This is an optimization exercise on Yosys and OpenROAD, whose aim is small area, a short achievable clock period and few clock cycles per item, not a production implementation. Only simulation tests tie the RTL to the original design; equivalence was not proved. No activity file was given, so power comes from the tool's default toggle rates.

## flow/design.v (module list and top-level ports; edited modules follow where they fit)
// module qkv_ctrl: 41 lines
// module operand_fetch: 91 lines
// module mac_unit: 1806 lines
// module csa_fa: 10 lines
// module csa_ha: 9 lines
// module result_writer: 24 lines
// module qkv_top: 60 lines
module qkv_top #(
	parameter int num_proj = 3
) (
	input  logic        clk,
	input  logic        reset_n,
	input  logic        dut_valid,
	output logic        dut_ready,
	output logic [15:0] input_read_address,
	input  logic [31:0] input_read_data,
	output logic [15:0] weight_read_address,
	input  logic [31:0] weight_read_data,
	output logic        result_write_enable,
	output logic [15:0] result_write_address,
	output logic [31:0] result_write_data
);
  // ...
==> flow/flow/run.sh <==
#!/bin/bash
set -e
MARGIN=6
echo "export SETUP_SLACK_MARGIN = $MARGIN" >> config.mk
bash standard.sh > standard.log 2>&1
==> flow/standard.sh <==
#!/bin/bash
# synth_recipe.tcl (not shown) runs the flow's synth.tcl, then flattens the netlist and writes it again
# the make line also repeats each setting of config.mk as NAME=value (left out here)
make -C /OpenROAD-flow-scripts/flow DESIGN_CONFIG=/design/flow/config.mk WORK_HOME=/design/flow/orfs CLKGATE_MAP_FILE= SYNTH_SCRIPT=/design/flow/synth_recipe.tcl "${@:-finish}"
==> flow/config.mk <==
export PLATFORM = sky130hd
export DESIGN_NAME = qkv_top
export DESIGN_NICKNAME = qkv_top
export VERILOG_FILES = /design/flow/design.v
export SDC_FILE = /design/flow/constraint.sdc
export NUM_CORES = 4
export LEC_CHECK = 0
export CAP_MARGIN = 20
export CORE_MARGIN = 2
export CORE_UTILIZATION = 40
export CTS_BUF_LIST = sky130_fd_sc_hd__clkbuf_4
export SLEW_MARGIN = 20
export SYNTH_HIERARCHICAL = 1
export SYNTH_MINIMUM_KEEP_SIZE = 0
export SETUP_SLACK_MARGIN = 6
==> flow/constraint.sdc <==
create_clock -name core_clock -period 9.0 [get_ports {clk}]
set_input_delay 1.8000 -clock core_clock [delete_from_list [all_inputs] [get_ports {clk}]]
set_output_delay 1.8000 -clock core_clock [all_outputs]
set_load 0.01 [all_outputs]
==> run notes, run 1 <==
multi-input combinational area share 50.3%; EDFF count, synth 99; Cell Area, Synth ~0.03 mm²; Synth cell types 85; flops & latches, synth roughly 540; GRT met1 Usage between 20 and 30%; Critical Path RT 7.20 ns; sequential power 3460 µW; status no timing/DRC/antenna violations; H-tree depth 4; Filler cells 6810; LEAKAGE 0.0133 µW; # placed instances 3752; Root Driver clkbuf_4; xor and xnor area share after synthesis 12.9%; clock share of power about a fifth; vias in the first global route 23.2k; CTS tree built; simple-gate share of the synthesized area just over 10%; post-synthesis compound-gate area fraction 13.6%; final core area utilization between 40% and 50%; clk buf depth 3; Comb pwr share 45.5%; Num Clock Sinks 535; # rows 100; WS Path Type reg -> out; DR WL met3 7020 µm; YS warnings 10; P_sw 3850 µW; register area 0.0119 mm²; synth cell count leaders 436 x dfxtp_1, 366 x xnor2_1, 265 x a22oi_1; Top Metal Used met5; post-layout minimum cycle time 3.30 ns; PwrDens 290 mW/mm²; area grow syn2layout 16.5%; main flop type after synthesis dfxtp_1; DRT iter0 DRCs ~1.8k; nets@finish 3385; max_cap viols 0; Residual DRC 0; RR Endpoint u_result_writer.result_write_data[25]; fin crit share a little over a third
Testbench counts, summed over its fixed seeds: cycles 54,315, macs 53,547.
==> inputs of run 2 (changes only) <==
--- a/flow/config.mk
+++ b/flow/config.mk
@@ -10,3 +10,3 @@
 export CORE_UTILIZATION = 40
-export CTS_BUF_LIST = sky130_fd_sc_hd__clkbuf_4
+export CTS_BUF_LIST = sky130_fd_sc_hd__clkbuf_8
 export SLEW_MARGIN = 20
==> run 2 against run 1 <==
Effect of this change:
- count of clock-buffer cells in the layout is 98 lower
- cell area decreased by 0.82%
- area after synthesis did not move
- global-route usage decreased by 0.25 points
- highest routed layer unchanged
- flip-flop and latch count unchanged
- still clean
- setup slack better by 0.25 ns
- maximum frequency increased by 8.2%
- critical path depth is 7 higher
- clock skew decreased by 0.054 ns
==> run notes, run 2 <==
# rows 100 (unchanged); Arr. time, crit path 3.61 ns; vias in the first global route 22.7k (-2.2%); WS Path Type reg -> reg; PwrDens 296 mW/mm² (+2.0%); Clock Latency Late Sink 0.70 ns; Die Area 0.0778 mm²; gp weighted congestion 0.909; fin crit share 33.9% (-2.8 points); top post-synthesis cells by area dfxtp_1 29%, fa_1 17%, xnor2_1 11%; RR Endpoint u_mac_unit.mid_31_4; Cell Area, Synth 0.0302 mm² (unchanged); Residual DRC 0 (unchanged); Initial Utilization 40.5%; initial antenna violation count 6; clk buf depth 3 (unchanged); final setup violation count 0; setup slack, reg-to-reg 5.95 ns; LEAKAGE 0.0132 µW (-0.83%); Synth cell types 85 (unchanged); EDFF count, synth 99 (unchanged); chip height 279 µm; YS warnings 10 (unchanged); Worst-Margin Slew 0.987 ns; CP startpoint kind register; H-tree depth 3 (-1); worst vdd ir 124 µV; layout cell share with drive strength beyond 1 14.5%; Mapped Cells 2786; Clock transition at path regs about 0.060 ns; routed len/inst 21.6 µm; Slew HR 34.0%; multi-input logic area 0.0177 mm²; Setup Total Neg Slack 0 ns; ys async rst share 0%; commonest non-fill, non-tap cell in the layout xnor2_1; CORE AREA 0.0747 mm²; area grow syn2layout 15.5%; sequential area share after synthesis approximately 39%; Fmax 328 MHz; cts hold-fix bufs 0; Final Hold Viols 0; GRT Residual Overflow 0; Crit. End Element register; register area 0.0119 mm² (-0.43%); max_cap viols 0 (unchanged); syn_nets roughly 3.2k; IO buf count 148; most frequent cells in the layout 366 x xnor2_1, 361 x dfxtp_1, 265 x a22oi_1, 256 x fa_1, 168 x nand2_1; HP Class reg -> reg; fin. max-slew vios 0; flops & latches, synth 535 (unchanged); pin count of the biggest net entering global routing 88; post-layout minimum cycle time 3.05 ns (-0.251 ns); gr usage total 21.9%; nets@finish 3329 (-1.7%); Num Clock Sinks 535 (unchanged); Critical Path RT 9.56 ns (+2.36 ns); setup ws final 5.95 ns; Final ANT Viol Nets 0; DR pass1 iterations 6; area after detailed placement 0.0325 mm²; main flop type after synthesis dfxtp_1; Avg Vias per Cell ~5.6; CP max FO 11; RR Startpoint u_mac_unit.a_r[21]; CTS tree built; final core area utilization 46.8% (-0.39 points); r2r worst-path depth 8; share of the synthesized area in the top cell type 28.9%; I/O pins 149; CTS buffer count 92; die width around 280 µm; first-pass GRT wire length 133000 µm; DRT iter0 DRCs 1775 (-1.5%); post-route design area 0.0349 mm²; synth cell count leaders 436 x dfxtp_1, 366 x xnor2_1, 265 x a22oi_1; Root Driver clkbuf_8; Filler cells 6815 (+0.073%); syn avg cell area 10.9 µm²; status no timing/DRC/antenna violations; crit path capture u_mac_unit.mid_31_4; routed wire length 85700 µm; dominant cell type by area after synthesis dfxtp_1; clock skew 0.0418 ns; Place WS 5.46 ns; via count between 20k and 25k; hpwl dp around 60000 µm; crit path from u_mac_unit.a_r[21]; count leader, synth dfxtp_1; RSZ-0062 raised after global routing true
-- run 2: cell types whose count changed in the layout (fill, tap and decap cells not counted), sizes merged --
| cell | change |
|---|---|
| buf | -4 |
| bufinv | +4 |
| clkbuf | -100 |
| clkinv | -5 |
| diode | -1 |
| inv | +26 |
-- run 2: area by class of cell --
cell class	count	area share [%]
inverter	32	0.355
sequential	535	34.0
tap	969	3.47
clock buffer	107	4.22
timing repair buffer	238	5.91
antenna	3	0.0215
clock inverter	62	1.27
multi-input combinational	2025	50.7
-- run 2: cells by family (layout without fill, tap and decap cells) --
family,count (synthesis),in the layout,share of synthesized area (%)
AOI/OAI and AO/OA,607,607,13.6
adders and majority gates,338,338,20.4
DFF,535,535,38.7
muxes,38,38,1.30
buffers and inverters,226,439,2.89
and+or+nand+nor,596,596,10.3
other,0,3,0
xor gates and xnor gates,446,446,12.9
-- run 2: Yosys stat by module, one instance, submodules excluded, excerpt --
module	flip-flops and latches	cells	cell area, µm²	times used
csa_fa	0	1	20.0	255
qkv_ctrl	17	34	465	1
csa_ha	0	1	12.5	24
result_writer	49	118	1410	1
mac_unit	288	1364	13400	1
-- run 2: worst min path at each step --
stage	startpoint	endpoint	depth (start not counted)	slack, ns
after floorplan	u_qkv_ctrl.first_s0	u_qkv_ctrl.first_s1	0	0.31
after global placement	u_qkv_ctrl.first_s0	u_qkv_ctrl.first_s1	0	0.31
after detailed placement	u_qkv_ctrl.first_s2	u_qkv_ctrl.first_s3	0	0.31
after CTS	u_qkv_ctrl.first_s1	u_qkv_ctrl.first_s2	0	0.33
after global routing	u_qkv_ctrl.first_s2	u_qkv_ctrl.first_s3	0	0.34
final	u_qkv_ctrl.first_s1	u_qkv_ctrl.first_s2	0	0.33
-- run 2: what timing repair did --
item / 4_1_cts / 5_1_grt
hold endpoints to repair: 0 / 0
resized for setup: 489 / 10
setup endpoints to repair: 85 / 50
setup buffers: 44 / 3
pin swaps: 0 / 2
-- run 2: routing by layer --
| metal | part of all wire [%] | GRT usage [%] | routed length, µm | vias up |
|---|---|---|---|---|
| met3 | 7.4 | 4.29 | 6330 | 160 |
| li1 | - | - | - | 10000 |
| met5 | 0.042 | 0 | 36 | - |
| met1 | 43 | 29.0 | 36900 | 10900 |
| met2 | 47 | 35.8 | 40300 | 959 |
| met4 | 2.5 | 7.53 | 2110 | 6 |
-- run 2: through the flow --
step | instances | hold WS (ns) | power (µW)
after floorplan | 2786 | 0.310 | 6710
after global placement | 3752 | 0.312 | 8010
after detailed placement | 3752 | 0.314 | 8170
after CTS | 3965 | 0.331 | 10400
after global routing | 3970 | 0.344 | 11200
final | 3971 | 0.331 | 10300
-- run 2: power breakdown --
part / internal [µW] / leakage (µW) / total (µW) / switching (µW)
clock: 1260 / 0.00108 / 2280 / 1020
sequential: 3100 / 0.00458 / 3440 / 343
combinational: 2130 / 0.00756 / 4620 / 2490
total: 6490 / 0.0132 / 10300 / 3850
-- run 2: worst max-delay path: stages (launching register included) --
cell and delay (ns):
dfxtp_1 0.68, a22oi_1 0.21, xnor2_1 0.25, fa_1 0.50
fa_1 0.45, fa_1 0.39, xor2_1 0.16, xnor2_1 0.19
xnor2_1 0.10
==> inputs of run 3 (changes only) <==
--- a/flow/config.mk
+++ b/flow/config.mk
@@ -9,4 +9,4 @@
 export CORE_MARGIN = 2
-export CORE_UTILIZATION = 40
-export CTS_BUF_LIST = sky130_fd_sc_hd__clkbuf_8
+export CORE_UTILIZATION = 60
+export PLACE_DENSITY = 0.72
 export SLEW_MARGIN = 20
==> run 3 against run 2 <==
Effect of this change:
- largest power group unchanged
- critical path depth did not move
- combinational power barely moved
- critical endpoint unchanged
- sequential power rose by 1%
- non-clock buffer count fell by 22
- routed wire length fell by 6.2%
- highest routed layer unchanged
- still clean on timing, DRC and antenna
==> run notes, run 3 <==
status no timing/DRC/antenna violations; Clock transition at path regs 0.06 ns (about the same); Mapped Cells 2786 (unchanged); r2r worst-path depth 8 (unchanged); Avg Vias per Cell 6.18 (+11%); fin crit share 34.3% (+0.47 points); cts hold-fix bufs 0 (unchanged); clk buf depth 3 (unchanged); DR pass1 iterations 10 (+4); dominant cell type by area after synthesis dfxtp_1; CP startpoint kind register; clock skew 0.0239 ns (-0.0179 ns); CORE AREA 0.0500 mm² (-33%); Die Area 0.0522 mm² (-33%); YS warnings 10 (unchanged); WS Path Type reg -> reg; Clock Latency Late Sink 0.62 ns (-0.08 ns); LEAKAGE 0.0130 µW (-2.0%); gp weighted congestion 0.903 (-0.63%); # rows 82 (-18%); IO buf count 148 (unchanged); pin count of the biggest net entering global routing 87 (-1.1%); HP Class reg -> reg; nets@finish 3271 (-1.7%); Final ANT Viol Nets 0 (unchanged); die width 229 µm (-18%); I/O pins 149 (unchanged); Setup Total Neg Slack 0 ns (unchanged); fin. max-slew vios 0 (unchanged); Final Hold Viols 0 (unchanged); hpwl dp 56000 µm (-6.7%); area grow syn2layout 13.7%; EDFF count, synth 99 (unchanged); Slew HR 25.6% (-8.4 points); CTS tree built; PwrDens 305 mW/mm² (+3.1%); vias in the first global route 22.7k (-0.018%); worst vdd ir 181 µV (+46%); Residual DRC 0 (unchanged); most frequent cells in the layout 366 x xnor2_1, 351 x dfxtp_1, 265 x a22oi_1, 257 x fa_1, 168 x nand2_1; synth cell count leaders 436 x dfxtp_1, 366 x xnor2_1, 265 x a22oi_1; Sequential Power Share 33.1% (-0.2 points); commonest non-fill, non-tap cell in the layout xnor2_1; Critical Path RT 9.53 ns (-0.03 ns); hold depth 0 (unchanged); syn avg cell area 10.9 µm² (unchanged); GRT Residual Overflow 0 (unchanged); sequential area share after synthesis 38.7% (unchanged); Arr. time, crit path 3.62 ns (about the same); # placed instances 3446 (-8.2%); CTS buffer count 56 (-39%); first-pass GRT wire length 126000 µm (-5.3%); post-layout minimum cycle time 3.09 ns (+0.0425 ns); Crit. End Element register; share of the synthesized area in the top cell type 28.9% (unchanged); ys async rst share 0% (unchanged); Fmax 324 MHz (-1.4%); routed wire length 80400 µm (-6.2%); gr usage total 30.6% (+8.7 points); routed len/inst 22.4 µm (+3.9%); Cell Area, Synth 0.0302 mm² (unchanged); flops & latches, synth 535 (unchanged); Num Clock Sinks 535 (unchanged); final instance count without filler cells 3585 (-9.7%); final setup violation count 0 (unchanged); Int Power 6670 µW (+2.8%); Initial Utilization 60.5% (+20 points); Comb pwr share 43.8% (-0.9 points); H-tree depth 2 (-1); hold_ws 0.333 ns (+0.00214 ns); via count 22.2k (+0.53%); clock share of power 23.0% (+1.0 points); Switching Fraction 36.4% (-0.81 points); P_sw 3820 µW (-0.74%); layout cell share with drive strength beyond 1 12.3% (-2.2 points); Root Driver clkbuf_16; CP max FO 23 (+12); DRT iter0 DRCs 2432 (+37%); initial antenna violation count 6 (unchanged); count leader, synth dfxtp_1; RSZ-0062 raised after global routing true; Synth cell types 85 (unchanged); main flop type after synthesis dfxtp_1; syn_nets 3191 (unchanged); top post-synthesis cells by area dfxtp_1 29%, fa_1 17%, xnor2_1 11%; chip height 229 µm (-18%); Worst-Margin Slew 1.11 ns (+0.126 ns); max_cap viols 0 (unchanged)
-- run 3: final timing paths --
| path | start | end | slack (ns) |
|---|---|---|---|
| worst max register to register | u_mac_unit.b_two[4] | u_mac_unit.mid_31_4 | 5.91 |
| worst max-delay path | u_mac_unit.b_two[4] | u_mac_unit.mid_31_4 | 5.91 |
| worst min-delay path | u_qkv_ctrl.first_s1 | u_qkv_ctrl.first_s2 | 0.33 |
| worst min register to register | u_qkv_ctrl.first_s1 | u_qkv_ctrl.first_s2 | 0.33 |
-- run 3: layout make-up --
class / count / area (µm²)
sequential: 535 / 11900
clock buffer: 72 / 1600
antenna: 1 / 2.50
inverter: 32 / 124
multi-input combinational: 2025 / 17700
fill: 3745 / 15600
timing repair buffer: 216 / 1860
tap: 672 / 841
clock inverter: 32 / 354
-- run 3: per-module statistics from Yosys (local to each module, per instance), a selection --
module | area, µm² | cells
result_writer | 1410 | 118
csa_fa | 20.0 | 1
mac_unit | 13400 | 1364
csa_ha | 12.5 | 1
qkv_ctrl | 465 | 34
-- run 3: logic make-up after synthesis --
kind of cell / share of synthesized area [%]
mux: 1.30
fa+ha+maj: 20.4
flops: 38.7
simple gates: 10.3
xor+xnor: 12.9
compound gates: 13.6
buf+inv: 2.89
-- run 3: metal layers --
| metal | GRT usage [%] | wire [µm] | vias to the layer above |
|---|---|---|---|
| li1 | - | - | 9899 |
| met1 | 41.1 | 33000 | 10800 |
| met2 | 48.9 | 37100 | 1171 |
| met3 | 6.10 | 7260 | 240 |
| met4 | 12.0 | 3000 | 8 |
| met5 | 0 | 51 | - |
-- run 3: metrics by stage --
step                total power [µW]  utilization, %  instance area (µm²)  setup slack [ns]
floorplan                       6710               -                30200              6.03
detailed placement              8090            64.2                32100              5.50
CTS                            10500            68.7                34300              5.85
global placement                7820            64.2                32100              5.57
finish                         10500            68.8                34400              5.91
global route                   11300            68.8                34400              5.86
-- run 3: critical path: stages, from the launching register on --
cell and delay, ns:
dfxtp_2 0.67, a22oi_1 0.16, xnor2_1 0.24, fa_1 0.48, fa_1 0.48, fa_1 0.42, xor2_1 0.17, xnor2_1 0.21
xnor2_1 0.15
-- run 3: power groups by stage --
stage                     clock (µW)  sequential, µW  combinational [µW]
final                           2420            3480                4600
after global routing            2550            3530                5210
after global placement             0            3500                4320
after CTS                       2450            3470                4600
after detailed placement           0            3530                4560
after floorplan                    0            3410                3290
-- run 3: timing repair --
| item | CTS | global route |
|---|---|---|
| resized for setup | 353 | 20 |
| pin swaps | 0 | 1 |
| endpoints found under the setup margin | 103 | 36 |
| setup buffers | 31 | 3 |
==> inputs of run 4 (changes only) <==
==> flow/flow/run.sh (replaced) <==
#!/bin/bash
set -e
MARGIN=6.25
echo "export SETUP_SLACK_MARGIN = $MARGIN" >> config.mk
bash standard.sh > standard.log 2>&1
--- a/flow/config.mk
+++ b/flow/config.mk
@@ -9,4 +9,3 @@
 export CORE_MARGIN = 2
-export CORE_UTILIZATION = 60
-export PLACE_DENSITY = 0.72
+export CORE_UTILIZATION = 40
 export SLEW_MARGIN = 20
@@ -14,2 +13,2 @@
 export SYNTH_MINIMUM_KEEP_SIZE = 0
-export SETUP_SLACK_MARGIN = 6
+export SETUP_SLACK_MARGIN = 6.25
==> run 4 against run 3 <==
Effect of this change:
- final cell count increased by 10%
- setup slack improved by 0.13 ns
- maximum frequency is 4.5% higher
- area after synthesis unchanged
- register-to-register slack improved by 0.35 ns
- cell area is 6.0% higher
- routed wire length grew 12%
- critical endpoint is now weight_read_address[2]
==> run notes, run 4 <==
CTS buffer count 58 (+3.6%); Final Hold Viols 0 (unchanged); P_sw 3980 µW (+4.1%); # rows 100 (+22%); Fmax 338 MHz (+4.5%); H-tree depth 2 (unchanged); cts hold-fix bufs 0 (unchanged); PwrDens 297 mW/mm² (-2.8%); first-pass GRT wire length 137000 µm (+8.8%); crit path from u_operand_fetch.weight_read_address[2]; fin crit share 32.9% (-1.5 points); Mapped Cells 2786 (unchanged); main flop type after synthesis dfxtp_1; max_cap viols 0 (unchanged); Filler cells 6597 (+76%); crit path capture weight_read_address[2]; pin count of the biggest net entering global routing 88 (+1.1%); ys async rst share 0% (unchanged); commonest non-fill, non-tap cell in the layout xnor2_1; clk buf depth 3 (unchanged); gr usage total 22.7% (-7.9 points); vias in the first global route 22.8k (+0.37%); gp weighted congestion 0.897 (-0.66%); r2r worst-path depth 9 (+1); count leader, synth dfxtp_1; Int Power 6840 µW (+2.5%); top post-synthesis cells by area dfxtp_1 29%, fa_1 17%, xnor2_1 11%; Avg Vias per Cell 5.69 (-8.0%); area grow syn2layout 20.5%; Synth cell types 85 (unchanged); Critical Path RT 7.20 ns (-2.33 ns); via count 22.4k (+1.2%); fin. max-slew vios 0 (unchanged); WS Path Type reg -> out; Worst-Margin Slew 0.900 ns (-0.213 ns); syn_nets 3191 (unchanged); most frequent cells in the layout 361 x xnor2_1, 324 x dfxtp_1, 255 x a22oi_1, 247 x fa_1, 165 x nand2_1; Sequential Power Share 32.0% (-1.1 points); HP Class reg -> reg; # placed instances 3750 (+8.8%); Clock transition at path regs 0.06 ns (about the same); dominant cell type by area after synthesis dfxtp_1; routed len/inst 22.9 µm (+2.0%); Initial Utilization 40.5% (-20 points); YS warnings 10 (unchanged); worst path cell trace buf_6; Setup Total Neg Slack 0 ns (unchanged); Comb pwr share 45.0% (+1.2 points); I/O pins 149 (unchanged); final setup violation count 0 (unchanged); CP max stage delay 0.37 ns (-0.30 ns); routed wire length 90200 µm (+12%); RSZ-0062 raised after global routing true; chip height 279 µm (+22%); setup slack, reg-to-reg 6.26 ns (+0.35 ns); syn avg cell area 10.9 µm² (unchanged); critical path's top delay family flip-flops; IO buf count 148 (unchanged); status no timing/DRC/antenna violations; LEAKAGE 0.0137 µW (+6.1%); DRT iter0 DRCs 1849 (-24%); nets@finish 3328 (+1.7%); Crit-path slowest cell dfxtp_4; synth cell count leaders 436 x dfxtp_1, 366 x xnor2_1, 265 x a22oi_1; flops & latches, synth 535 (unchanged); clock share of power 22.9% (about the same); post-layout minimum cycle time 2.96 ns (-0.132 ns); Slew HR 39.6% (+14 points); Crit. End Element output pin; share of the synthesized area in the top cell type 28.9% (unchanged); clock skew 0.0471 ns (+0.0232 ns); layout cell share with drive strength beyond 1 17.2% (+4.9 points); Num Clock Sinks 535 (unchanged); Root Driver clkbuf_16; Crit path depth 1 (-7); Cell Area, Synth 0.0302 mm² (unchanged); GRT Residual Overflow 0 (unchanged); Residual DRC 0 (unchanged); hpwl dp 59400 µm (+6.1%); Die Area 0.0778 mm² (+49%); RR Startpoint u_mac_unit.a_r[10]; DR pass1 iterations 8 (-2); CP max FO 2 (-91%); final instance count without filler cells 3943 (+10%); Final ANT Viol Nets 0 (unchanged); Clock Latency Late Sink 0.67 ns (+0.05 ns); die width 279 µm (+22%); RR Endpoint u_mac_unit.mid_31_4; worst vdd ir 161 µV (-11%); initial antenna violation count 6 (unchanged); CTS tree built; CORE AREA 0.0747 mm² (+49%); Switching Fraction 36.8% (+0.37 points); CP startpoint kind register; sequential area share after synthesis 38.7% (unchanged); Buf+Inv Stages, Crit Path 1 (+1); EDFF count, synth 99 (unchanged); Arr. time, crit path 1.16 ns (-2.46 ns)
==> run 4: repair_timing <==
item,in CTS,in global routing
resized for setup,623,82
gates cloned,13,3
pin swaps,15,19
setup endpoints to repair,200,179
setup buffers,51,15
==> run 4: cell families after synthesis <==
group           count (synthesis)  synth area share (%)
fa+ha+maj                     338                  20.4
mux                            38                  1.30
xor+xnor                      446                  12.9
simple gates                  596                  10.3
compound gates                607                  13.6
flops                         535                  38.7
buf+inv                       226                  2.89
==> run 4: per-layer routing <==
layer / track usage [%] / routed length, µm
met1: 30.3 / 37800
met3: 4.95 / 7510
met5: 0 / 46
met2: 36.3 / 41600
met4: 8.12 / 3200
==> run 4: stage by stage <==
stage / area (µm²) / util (%) / total power, µW / hold WS, ns / setup slack (ns)
5_1_grt: 36400 / 48.8 / 11700 / 0.331 / 6.00
3_3_place_gp: 32500 / 43.5 / 8030 / 0.311 / 5.37
2_1_floorplan: 30300 / - / 6710 / 0.310 / 6.25
6_report: 36400 / 48.8 / 10800 / 0.325 / 6.04
3_5_place_dp: 32500 / 43.5 / 8200 / 0.315 / 5.48
4_1_cts: 35900 / 48.1 / 10800 / 0.329 / 6.00
==> run 4: modules after synthesis (local to each module, per instance), a selection <==
module,cells inside,times used
mac_unit,1364,1
result_writer,118,1
qkv_ctrl,34,1
csa_fa,1,255
csa_ha,1,24
==> run 4: worst min path at each step <==
stage / startpoint / to / cells past startpoint
final: u_qkv_ctrl.first_s2 / u_qkv_ctrl.first_s3 / 0
after global routing: u_qkv_ctrl.first_s2 / u_qkv_ctrl.first_s3 / 0
after CTS: u_qkv_ctrl.first_s2 / u_qkv_ctrl.first_s3 / 0
after detailed placement: u_qkv_ctrl.first_s2 / u_qkv_ctrl.first_s3 / 0
after global placement: u_qkv_ctrl.first_s0 / u_qkv_ctrl.first_s1 / 0
after floorplan: u_qkv_ctrl.first_s0 / u_qkv_ctrl.first_s1 / 0
==> run 4: cell type report <==
class	instances	area [µm²]	share of cell area, %
diodes	2	5.00	0.0137
clock buffers	80	1630	4.46
clock inverters	29	385	1.06
inverters	32	128	0.350
multi-input cells	2025	18000	49.3
flip-flops and latches	535	12000	32.9
well taps	969	1210	3.33
repair buffers	271	3140	8.62
==> run 4: power by group through the flow <==
| stage | registers (µW) | clock network (µW) | logic [µW] |
|---|---|---|---|
| finish | 3470 | 2480 | 4870 |
| global route | 3530 | 2640 | 5530 |
| CTS | 3460 | 2540 | 4810 |
| detailed placement | 3510 | 0 | 4690 |
| global placement | 3500 | 0 | 4530 |
| floorplan | 3410 | 0 | 3300 |
==> inputs of run 5 (changes only) <==
==> flow/flow/run.sh (replaced) <==
#!/bin/bash
set -e
MARGIN=6
echo "export SETUP_SLACK_MARGIN = $MARGIN" >> config.mk
bash standard.sh > standard.log 2>&1
--- a/flow/config.mk
+++ b/flow/config.mk
@@ -13,2 +13,2 @@
 export SYNTH_MINIMUM_KEEP_SIZE = 0
-export SETUP_SLACK_MARGIN = 6.25
+export SETUP_SLACK_MARGIN = 6
==> run 5 against run 4 <==
Effect of this change:
- still clean
- register-to-register slack got worse by 0.26 ns
- core utilization fell by 2.3 points
- cell area is 4.7% lower
- clock skew decreased by 0.024 ns
- global-route usage fell by 1.0 points
- count of clock-buffer cells in the layout shrank 6
- die area unchanged
- critical path depth is 8 higher
- critical path type is now reg -> reg
- largest cell class unchanged
==> run notes, run 5 <==
fin. max-slew vios 0 (unchanged); CORE AREA 0.0747 mm² (unchanged); sequential area share after synthesis 38.7% (unchanged); met3 usage 4.01% (-0.94 points); syn avg cell area 10.9 µm² (unchanged); via count 21.8k (-2.7%); Filler cells 6770 (+2.6%); Hold Crit Start u_qkv_ctrl.first_s1; max_cap viols 0 (unchanged); Cell Area, Synth 0.0302 mm² (unchanged); CTS buffer count 56 (-3.4%); routed len/inst 21.9 µm (-4.2%); GRT Residual Overflow 0 (unchanged); # rows 100 (unchanged); YS warnings 10 (unchanged); top post-synthesis cells by area dfxtp_1 29%, fa_1 17%, xnor2_1 11%; I/O pins 149 (unchanged); gr usage total 21.7% (-1.0 points); clock skew 0.0235 ns (-0.0236 ns); CP startpoint kind register; routed wire length 85300 µm (-5.4%); Setup Total Neg Slack 0 ns (unchanged); dominant cell type by area after synthesis dfxtp_1; Residual DRC 0 (unchanged); RR Startpoint u_mac_unit.b_two[2]; Die Area 0.0778 mm² (unchanged); H-tree depth 2 (unchanged); CP max FO 27 (+25); layout cell share with drive strength beyond 1 13.0% (-4.2 points); vias in the first global route 22.4k (-1.5%); Synth cell types 85 (unchanged); HP Class reg -> reg; Clock transition at path regs 0.06 ns (about the same); Final Hold Viols 0 (unchanged); Mapped Cells 2786 (unchanged); commonest non-fill, non-tap cell in the layout xnor2_1; Clock Latency Late Sink 0.64 ns (-0.03 ns); final setup violation count 0 (unchanged); WS Path Type reg -> reg; final core area utilization 46.5% (-2.3 points); Avg Vias per Cell 5.60 (-1.6%); final instance count without filler cells 3896 (-1.2%); count leader, synth dfxtp_1; grt met2 use 35.6% (-0.71 points); post-layout minimum cycle time 3.00 ns (+0.0442 ns); Num Clock Sinks 535 (unchanged); gp weighted congestion 0.909 (+1.3%); Slew HR 32.3% (-7.3 points); crit path from u_mac_unit.b_two[2]; LEAKAGE 0.0130 µW (-5.1%); IO buf count 148 (unchanged); DRT iter0 DRCs 1876 (+1.5%); flops & latches, synth 535 (unchanged); cts hold-fix bufs 0 (unchanged); hpwl dp 60000 µm (+1.1%); synth cell count leaders 436 x dfxtp_1, 366 x xnor2_1, 265 x a22oi_1; Fmax 333 MHz (-1.5%); share of the synthesized area in the top cell type 28.9% (unchanged); Final ANT Viol Nets 0 (unchanged); GRT met1 Usage 29.1% (-1.1 points); EDFF count, synth 99 (unchanged); area grow syn2layout 14.8%; RSZ-0062 raised after global routing true; pin count of the biggest net entering global routing 88 (unchanged); worst vdd ir 144 µV (-10%); ys async rst share 0% (unchanged); syn_nets 3191 (unchanged); initial antenna violation count 6 (unchanged); Worst-Margin Slew 1.01 ns (+0.112 ns); Crit. End Element register; first-pass GRT wire length 132000 µm (-3.7%); Arr. time, crit path 3.50 ns (+2.34 ns); nets@finish 3283 (-1.4%); chip height 279 µm (unchanged); Critical Path RT 9.50 ns (+2.30 ns); Initial Utilization 40.5% (unchanged); PwrDens 304 mW/mm² (+2.5%); fin crit share 33.4% (+0.49 points); # placed instances 3752 (+0.053%); Root Driver clkbuf_16; status no timing/DRC/antenna violations; main flop type after synthesis dfxtp_1; most frequent cells in the layout 366 x xnor2_1, 363 x dfxtp_1, 265 x a22oi_1, 256 x fa_1, 168 x nand2_1; die width 279 µm (unchanged); clk buf depth 3 (unchanged); CTS tree built; DR pass1 iterations 6 (-2); grt peak-use layer met2
[run 5: cell counts after synthesis]
No cell type changed its count.
[run 5: cells by family after synthesis]
logic type,synth area share [%]
AND/OR/NAND/NOR,10.3
buffers and inverters,2.89
XOR/XNOR,12.9
multiplexers,1.30
adder cells (fa/ha/maj),20.4
AO/OA/AOI/OAI,13.6
flip-flops,38.7
[run 5: cell type report]
type | instances | area [µm²] | share of cell area [%]
antenna | 1 | 2.50 | 0.00721
multi-input combinational | 2025 | 17700 | 51.1
tap | 969 | 1210 | 3.49
clock inverter | 32 | 425 | 1.23
timing repair buffer | 228 | 1760 | 5.06
inverter | 32 | 124 | 0.357
sequential | 535 | 11900 | 34.2
clock buffer | 74 | 1580 | 4.56
[run 5: modules after synthesis (local to each module, per instance), a selection]
module         cells  area, µm²  times used  flops+latches
result_writer    118       1410           1             49
qkv_ctrl          34        465           1             17
csa_fa             1       20.0         255              0
mac_unit        1364      13400           1            288
csa_ha             1       12.5          24              0
[run 5: metal layers]
| metal | wire, µm | up-vias | part of all wire [%] |
|---|---|---|---|
| li1 | - | 9930 | - |
| met4 | 2180 | 6 | 2.6 |
| met2 | 40100 | 843 | 47 |
| met5 | 38 | - | 0.045 |
| met1 | 37100 | 10900 | 44 |
| met3 | 5910 | 153 | 6.9 |
[run 5: metrics by stage]
step                      setup WS, ns  hold WS (ns)  power, µW  area, µm²
final                             6.00         0.326      10600      34700
after global routing              5.86         0.340      11400      34700
after CTS                         5.94         0.328      10700      34700
after detailed placement          5.46         0.314       8170      32500
after global placement            5.42         0.312       8010      32500
after floorplan                   6.03         0.310       6710      30200
[run 5: timing repair]
action                                  4_1_cts  5_1_grt
endpoints found under the setup margin       85       62
buffers inserted                             33        4
pin swaps                                     0        2
gates cloned                                  0        0
resized for setup                           396       33
[run 5: worst paths after layout]
kind                              end  slack [ns]  cells after the start
setup / recovery  u_mac_unit.mid_31_4        6.00                      9
hold / removal    u_qkv_ctrl.first_s2        0.33                      0
setup reg to reg  u_mac_unit.mid_31_4        6.00                      9
hold reg to reg   u_qkv_ctrl.first_s2        0.33                      0
[run 5: where the power goes]
part | internal, µW | leakage, µW | switching [µW]
sequential | 3100 | 0.00458 | 343
clock | 1480 | 0.000971 | 1010
combinational | 2130 | 0.00749 | 2490
total | 6710 | 0.0130 | 3850
[run 5: critical path, cell delays in order, from the launching register on]
cell     delay (ns)
dfxtp_1        0.37
buf_4          0.38
a22oi_1        0.15
xnor2_1        0.18
fa_1           0.46
fa_1           0.44
fa_1           0.45
xor2_1         0.16
xnor2_1        0.18
xnor2_1        0.10

==> what the ideal ports hide <==
In the flow no input, the clock included, has a driving cell. The finished layouts below were timed again as built, in two steps. Step 1 (the two cells are an assumption about what drives the block):
set clk [get_ports {clk}]
set_driving_cell -lib_cell sky130_fd_sc_hd__clkbuf_16 $clk
set_driving_cell -lib_cell sky130_fd_sc_hd__buf_2 [delete_from_list [all_inputs] $clk]
Step 2 times the ports against the registers' clock, not the clock port: input delays grow and output delays shrink by t, the midpoint of the rising clock arrivals with the driver on. a / b / c = ideal / step 1 / step 2; a / b = the first two.
run	t (ns)	slack for setup (ns)	worst hold slack (ns)	latest minus earliest clock arrival (ns)
run 1	1.014	5.700 / 5.634 / 5.438	0.334 / 0.334 / 0.334	0.103 / 0.104
run 2	0.753	5.951 / 5.921 / 5.468	0.331 / 0.331 / 0.331	0.046 / 0.046
run 3	0.674	5.909 / 5.909 / 5.518	0.333 / 0.333 / 0.333	0.024 / 0.024
run 4	0.711	6.041 / 5.974 / 5.626	0.325 / 0.325 / 0.325	0.048 / 0.047
run 5	0.690	5.997 / 5.985 / 5.459	0.326 / 0.326 / 0.326	0.026 / 0.026
After both steps setup and hold are still met in every run listed. For run 5, which loses most, drivers alone change the setup slack by -0.012 ns; drivers and shift together by -0.538 ns.
